Context: an optimization exercise on an open-source flow, tuned for small area. The choices shown serve that exercise and are no tape-out recipe. The RTL was checked by simulation tests, not by an equivalence proof against the original design. Power is estimated from default activity; no workload was simulated.

== wip/indigo ==
==> flow/design.v <==
module data_mem_cas (
  input  logic        clk,
  input  logic        rst_n,
  input  logic        rd_en,
  input  logic [4:0]  rd_addr,
  output logic [31:0] rd_data,
  output logic        rd_valid,
  input  logic        wr_en,
  input  logic [4:0]  wr_addr,
  input  logic [3:0]  wr_be,
  input  logic [31:0] wr_data,
  input  logic        cas_en,
  input  logic [4:0]  cas_addr,
  output logic        cas_done,
  output logic        cas_swapped,
  output logic        cas_err,
  output logic        busy
);
  localparam logic [1:0] IDLE = 2'b00, CLEAR = 2'b01, CAS1 = 2'b10, CAS2 = 2'b11;
  logic [1:0]  state_reg;
  logic [4:0]  cnt_reg;        
  logic        fin_reg;        
  logic        err_reg;
  logic        rd_valid_reg;
  logic [31:0] rd_data_reg;
  logic        idle, clear, cas1, cas2, cas;
  logic        rd_accept, wr_accept, cas_legal;
  logic [4:0]  x;
  logic [15:0] sel_e, sel_o;
  logic [31:0] mem_e [16];
  logic [31:0] mem_o [16];
  logic [31:0] ev, od, rd_next;
  logic [31:0] bus_e, bus_o;
  logic        gt, swap;
  assign idle      = (state_reg == IDLE);
  assign clear     = (state_reg == CLEAR);
  assign cas1      = (state_reg == CAS1);
  assign cas2      = (state_reg == CAS2);
  assign cas       = cas1 || cas2;
  assign cas_legal = (cas_addr != 5'd31);
  assign rd_accept = idle && rd_en && !cas_en;
  assign wr_accept = idle && wr_en && !cas_en;
  assign x  = cas ? cnt_reg : rd_addr;
  logic [3:0] pl, ph;
  logic [15:0] rd_row;
  always_comb begin
    for (int i = 0; i < 4; i++) begin
      pl[i] = (x[2:1] == 2'(i));
      ph[i] = !clear && (x[4:3] == 2'(i));
    end
    for (int j = 0; j < 16; j++) rd_row[j] = ph[j/4] && pl[j%4];
    for (int j = 0; j < 16; j++) begin
      sel_o[j] = rd_row[j];
      sel_e[j] = x[0] ? ((j != 0) ? rd_row[(j+15) % 16] : 1'b0) : rd_row[j];
    end
  end
  logic [31:0] ge_n [5];
  logic [31:0] go_n [5];
  generate
    for (genvar g = 0; g < 5; g++) begin : g_grp
      for (genvar i = 0; i < 32; i++) begin : g_bit
        aoi222 u_e (.a1(sel_e[3*g]),   .a2(mem_e[3*g][i]),
                    .b1(sel_e[3*g+1]), .b2(mem_e[3*g+1][i]),
                    .c1(sel_e[3*g+2]), .c2(mem_e[3*g+2][i]), .y(ge_n[g][i]));
        aoi222 u_o (.a1(sel_o[3*g]),   .a2(mem_o[3*g][i]),
                    .b1(sel_o[3*g+1]), .b2(mem_o[3*g+1][i]),
                    .c1(sel_o[3*g+2]), .c2(mem_o[3*g+2][i]), .y(go_n[g][i]));
      end
    end
  endgenerate
  generate
    for (genvar i = 0; i < 32; i++) begin : g_comb
      rd_comb u_e (.g0(ge_n[0][i]), .g1(ge_n[1][i]), .g2(ge_n[2][i]), .g3(ge_n[3][i]),
                   .g4(ge_n[4][i]), .s(sel_e[15]), .m(mem_e[15][i]), .y(ev[i]));
      rd_comb u_o (.g0(go_n[0][i]), .g1(go_n[1][i]), .g2(go_n[2][i]), .g3(go_n[3][i]),
                   .g4(go_n[4][i]), .s(sel_o[15]), .m(mem_o[15][i]), .y(od[i]));
    end
  endgenerate
  logic       rd_byp;
  logic [3:0] rs_h, rs_w, rs_e, rs_o;
  assign rd_byp = wr_accept && (wr_addr == rd_addr);
  always_comb begin
    for (int b = 0; b < 4; b++) begin
      rs_h[b] = !rd_accept;
      rs_w[b] = rd_accept && rd_byp && wr_be[b];
      rs_e[b] = rd_accept && !(rd_byp && wr_be[b]) && !x[0];
      rs_o[b] = rd_accept && !(rd_byp && wr_be[b]) && x[0];
    end
  end
  generate
    for (genvar i = 0; i < 32; i++) begin : g_rd
      logic t_n, o_n;
      aoi222 u_t (.a1(rs_h[i/8]), .a2(rd_data_reg[i]), .b1(rs_w[i/8]), .b2(wr_data[i]),
                  .c1(rs_e[i/8]), .c2(ev[i]), .y(t_n));
      nand2 u_o (.a(rs_o[i/8]), .b(od[i]), .y(o_n));
      nand2 u_d (.a(t_n), .b(o_n), .y(rd_next[i]));
    end
  endgenerate
  logic [3:0] bg_reg, bl_reg;
  logic       w_gt, w_lt;
  always_ff @(posedge clk) begin
    for (int b = 0; b < 4; b++) begin
      bg_reg[b] <= ev[b*8 +: 8] > od[b*8 +: 8];
      bl_reg[b] <= ev[b*8 +: 8] < od[b*8 +: 8];
    end
  end
  assign w_gt = bg_reg[3] | !bl_reg[3] & (bg_reg[2] | !bl_reg[2] & (bg_reg[1] | !bl_reg[1] & bg_reg[0]));
  assign w_lt = bl_reg[3] | !bg_reg[3] & (bl_reg[2] | !bg_reg[2] & (bl_reg[1] | !bg_reg[1] & bl_reg[0]));
  assign gt   = cnt_reg[0] ? w_lt : w_gt;
  assign swap = cas2 && gt;
  assign bus_e = idle ? wr_data : od;
  assign bus_o = idle ? wr_data : ev;
  logic [31:0] wd;
  always_comb begin
    for (int k = 0; k < 32; k++) wd[k] = wr_accept && (wr_addr == 5'(k));
  end
  generate
    for (genvar j = 0; j < 16; j++) begin : g_row
      logic sw_e, sw_o;
      assign sw_e = clear || (swap && sel_e[j]);
      assign sw_o = clear || (swap && sel_o[j]);
      for (genvar b = 0; b < 4; b++) begin : g_byte
        logic we_e, we_o, wen_e, wen_o;
        logic [7:0] d_e, d_o;
        oai21 u_we_e  (.a1(!wr_be[b]), .a2(!wd[2*j]),   .b1(!sw_e), .y(we_e));
        oai21 u_we_o  (.a1(!wr_be[b]), .a2(!wd[2*j+1]), .b1(!sw_o), .y(we_o));
        inv1  u_wen_e (.a(we_e), .y(wen_e));
        inv1  u_wen_o (.a(we_o), .y(wen_o));
        for (genvar i = 0; i < 8; i++) begin : g_bit
          ao22 u_e (.a1(we_e), .a2(bus_e[b*8+i]), .b1(wen_e), .b2(mem_e[j][b*8+i]), .x(d_e[i]));
          ao22 u_o (.a1(we_o), .a2(bus_o[b*8+i]), .b1(wen_o), .b2(mem_o[j][b*8+i]), .x(d_o[i]));
        end
        always_ff @(posedge clk) begin
          mem_e[j][b*8 +: 8] <= d_e;
          mem_o[j][b*8 +: 8] <= d_o;
        end
      end
    end
  endgenerate
  always_ff @(posedge clk or negedge rst_n) begin
    if (!rst_n) begin
      state_reg    <= CLEAR;
      cnt_reg      <= '0;
      fin_reg      <= 1'b0;
      err_reg      <= 1'b0;
      rd_valid_reg <= 1'b0;
      rd_data_reg  <= '0;
    end else begin
      fin_reg      <= (state_reg == CAS2);
      err_reg      <= idle && cas_en && !cas_legal;
      rd_valid_reg <= rd_accept;
      rd_data_reg  <= rd_next;
      case (state_reg)
        CLEAR: begin
          cnt_reg <= cnt_reg + 5'd1;
          if (cnt_reg == 5'd31) state_reg <= IDLE;
        end
        IDLE: begin
          if (cas_en && cas_legal) begin
            cnt_reg   <= cas_addr;
            state_reg <= CAS1;
          end
        end
        CAS1:    state_reg <= CAS2;
        default: state_reg <= IDLE;
      endcase
    end
  end
  assign rd_data     = rd_data_reg;
  assign rd_valid    = rd_valid_reg;
  assign cas_done    = fin_reg || err_reg;
  assign cas_swapped = fin_reg && gt;    
  assign cas_err     = err_reg;
  assign busy        = (state_reg != IDLE);
endmodule
module ao22 (
  input  logic a1, a2, b1, b2,
  output logic x
);
  assign x = (a1 & a2) | (b1 & b2);
endmodule
module aoi222 (
  input  logic a1, a2, b1, b2, c1, c2,
  output logic y
);
  assign y = ~((a1 & a2) | (b1 & b2) | (c1 & c2));
endmodule
module oai21 (
  input  logic a1, a2, b1,
  output logic y
);
  assign y = ~((a1 | a2) & b1);
endmodule
module inv1 (
  input  logic a,
  output logic y
);
  assign y = ~a;
endmodule
module rd_comb (
  input  logic g0, g1, g2, g3, g4, s, m,
  output logic y
);
  assign y = ~(g0 & g1 & g2 & g3 & g4) | (s & m);
endmodule
module cmp32 (
  input  logic [31:0] a,
  input  logic [31:0] b,
  output logic        gt,
  output logic        lt
);
  logic [31:0] g0, l0;
  logic [15:0] g1, l1;
  logic [7:0]  g2, l2;
  logic [3:0]  g3, l3;
  logic [1:0]  g4, l4;
  assign g0 = a & ~b;
  assign l0 = ~a & b;
  always_comb begin
    for (int i = 0; i < 16; i++) begin
      g1[i] = g0[2*i+1] | (~l0[2*i+1] & g0[2*i]);
      l1[i] = l0[2*i+1] | (~g0[2*i+1] & l0[2*i]);
    end
    for (int i = 0; i < 8; i++) begin
      g2[i] = g1[2*i+1] | (~l1[2*i+1] & g1[2*i]);
      l2[i] = l1[2*i+1] | (~g1[2*i+1] & l1[2*i]);
    end
    for (int i = 0; i < 4; i++) begin
      g3[i] = g2[2*i+1] | (~l2[2*i+1] & g2[2*i]);
      l3[i] = l2[2*i+1] | (~g2[2*i+1] & l2[2*i]);
    end
    for (int i = 0; i < 2; i++) begin
      g4[i] = g3[2*i+1] | (~l3[2*i+1] & g3[2*i]);
      l4[i] = l3[2*i+1] | (~g3[2*i+1] & l3[2*i]);
    end
  end
  assign gt = g4[1] | (~l4[1] & g4[0]);
  assign lt = l4[1] | (~g4[1] & l4[0]);
endmodule
module nand2 (
  input  logic a, b,
  output logic y
);
  assign y = ~(a & b);
endmodule
clock: 5.0 ns
lec_check: 0
cap_margin: 20
core_margin: 2
core_utilization: 65
cts_buf_list: sky130_fd_sc_hd__clkbuf_8
cts_cluster_diameter: 80
cts_cluster_size: 16
gpl_timing_driven: 0
place_density: 0.76
setup_slack_margin: 0.1
slew_margin: 10
synth_hierarchical: 1
synth_minimum_keep_size: 0
standard.sh (not shown) runs the stock make flow with config.mk's settings and CLKGATE_MAP_FILE= SYNTH_SCRIPT=/design/flow/synth_recipe.tcl, a recipe that flattens the netlist after the stock synthesis.
==> flow/flow/run.sh <==
#!/bin/bash
set -o pipefail
cp standard.sh standard_sh.txt
export BUFFER_PORTS_ARGS="-buffer_cell sky130_fd_sc_hd__buf_1"
bash standard.sh > standard.log 2>&1
Here is what was changed in the inputs of wip/quartz compared with wip/indigo.
- SLEW_MARGIN now 20, was 10
- SETUP_SLACK_MARGIN now 0.2, was 0.1
==> flow/run.sh (new file) <==
#!/bin/bash
# synth_recipe.tcl (not shown) runs the flow's synth.tcl, then flattens the netlist and writes it again
# the make line also repeats each setting of config.mk as NAME=value (left out here)
make -C /OpenROAD-flow-scripts/flow DESIGN_CONFIG=/design/flow/config.mk WORK_HOME=/design/flow/orfs CLKGATE_MAP_FILE= SYNTH_SCRIPT=/design/flow/synth_recipe.tcl finish
removed: flow/flow/run.sh
removed: flow/standard.sh
--- outcome ---
- Share of total power consumed by net switching, wip/indigo and wip/quartz: lower on wip/indigo
- Utilization after layout, wip/indigo and wip/quartz: larger value in wip/quartz
- Total power delta (wip/quartz − wip/indigo): unfavourable
- The starting DRC count in detailed routing of wip/quartz is higher than that of wip/indigo.
- Compared with wip/indigo, wip/quartz shows wire length of the first global-routing pass that has gone up slightly.
- Compare wip/indigo and wip/quartz | period utilization higher: wip/indigo
- Going from wip/indigo to wip/quartz, delay of the slowest critical-path stage has decreased, final worst setup slack went up.
- rd_addr[4] as the launch point of the worst path was reported by wip/indigo, and rd_addr[0] by wip/quartz.
The inputs of wip/garnet differ from those of wip/quartz as listed below.
==> flow/flow/run.sh (new file) <==
#!/bin/bash
set -o pipefail
cp standard.sh standard_sh.txt
export BUFFER_PORTS_ARGS="-buffer_cell sky130_fd_sc_hd__buf_1"
bash standard.sh > standard.log 2>&1
==> flow/standard.sh (new file) <==
#!/bin/bash
# synth_recipe.tcl (not shown) runs the flow's synth.tcl, then flattens the netlist and writes it again
# the make line also repeats each setting of config.mk as NAME=value (left out here)
make -C /OpenROAD-flow-scripts/flow DESIGN_CONFIG=/design/flow/config.mk WORK_HOME=/design/flow/orfs CLKGATE_MAP_FILE= SYNTH_SCRIPT=/design/flow/synth_recipe.tcl "${@:-finish}"
removed: flow/run.sh
Notes after the runs:
wip/garnet — relative contribution of combinational cells to total power 0.4 points lower, wip/quartz as reference. Going from wip/quartz to wip/garnet, utilization decreased 1.2 points; worst setup slack increased 0.022 ns; design area decreased 710 sq um; count of clock-buffer cells in the layout increased 1.3%. Looking at sequential share of layout area, wip/garnet sits 0.82 points higher than wip/quartz does. Row setup slack at placement: wip/garnet higher / wip/quartz lower.
[inputs] wip/maple vs wip/garnet
- swapping 0.76 for 0.86 in PLACE_DENSITY
- swapping 65 for 75 in CORE_UTILIZATION
Re wire length of the first global-routing pass: wip/garnet was lower than wip/maple.
Any difference in proportion of cell area occupied by multi-input gates between wip/maple and wip/garnet is small enough to ignore.
On time the worst path needs with I/O delays and setup, wip/garnet loses to wip/maple.
wip/maple against wip/garnet: clock latency on the worst-skew pair +0.02 ns; total internal power ~0 delta; final total power +about 1.3%; final cell count -1.9%; number of vias per cell after detailed routing +0.51.
Comparing wip/maple and wip/garnet, horizontal die dimension is higher on wip/garnet.
Cell area across wip/maple and wip/garnet: no real change.
Measured against each other, wip/maple and wip/garnet differ in count of inserted antenna diode cells, the lower figure coming from wip/garnet.

[what the ideal ports hide]
How much do the figures lean on ideal ports? The routed layouts below were timed once more, with nothing changed but the port constraints.
Step 1, drivers: a clkbuf_16 drives clk and a buf_2 each remaining input, both assumed.
Step 2, shift: input delay + t, output delay - t, t = (earliest + latest rising clock arrival at the registers) / 2. This alone moves slack from input paths to output paths.
a / b / c = ideal ports / drivers / drivers and shift; a / b = the first two.
| run | t, ns | setup slack, ns | worst hold slack (ns) | worst setup path at the end | cell pins on the clock port's net |
|---|---|---|---|---|---|
| wip/indigo | 0.776 | 0.254 / 0.243 / -0.534 | 0.158 / 0.111 / 0.478 | input to register | 1 |
| wip/quartz | 0.772 | 0.299 / 0.334 / -0.439 | 0.176 / 0.132 / 0.477 | input to register | 1 |
| wip/garnet | 0.776 | 0.321 / 0.321 / -0.407 | 0.192 / 0.147 / 0.477 | input to register | 1 |
| wip/maple | 0.785 | 0.376 / 0.376 / -0.351 | 0.187 / 0.153 / 0.480 | input to register | 1 |
Met with ideal ports but missed after step 2: setup timing in every run listed. For wip/indigo, which loses most, drivers alone change the setup slack by -0.011 ns; drivers and shift together by -0.788 ns.
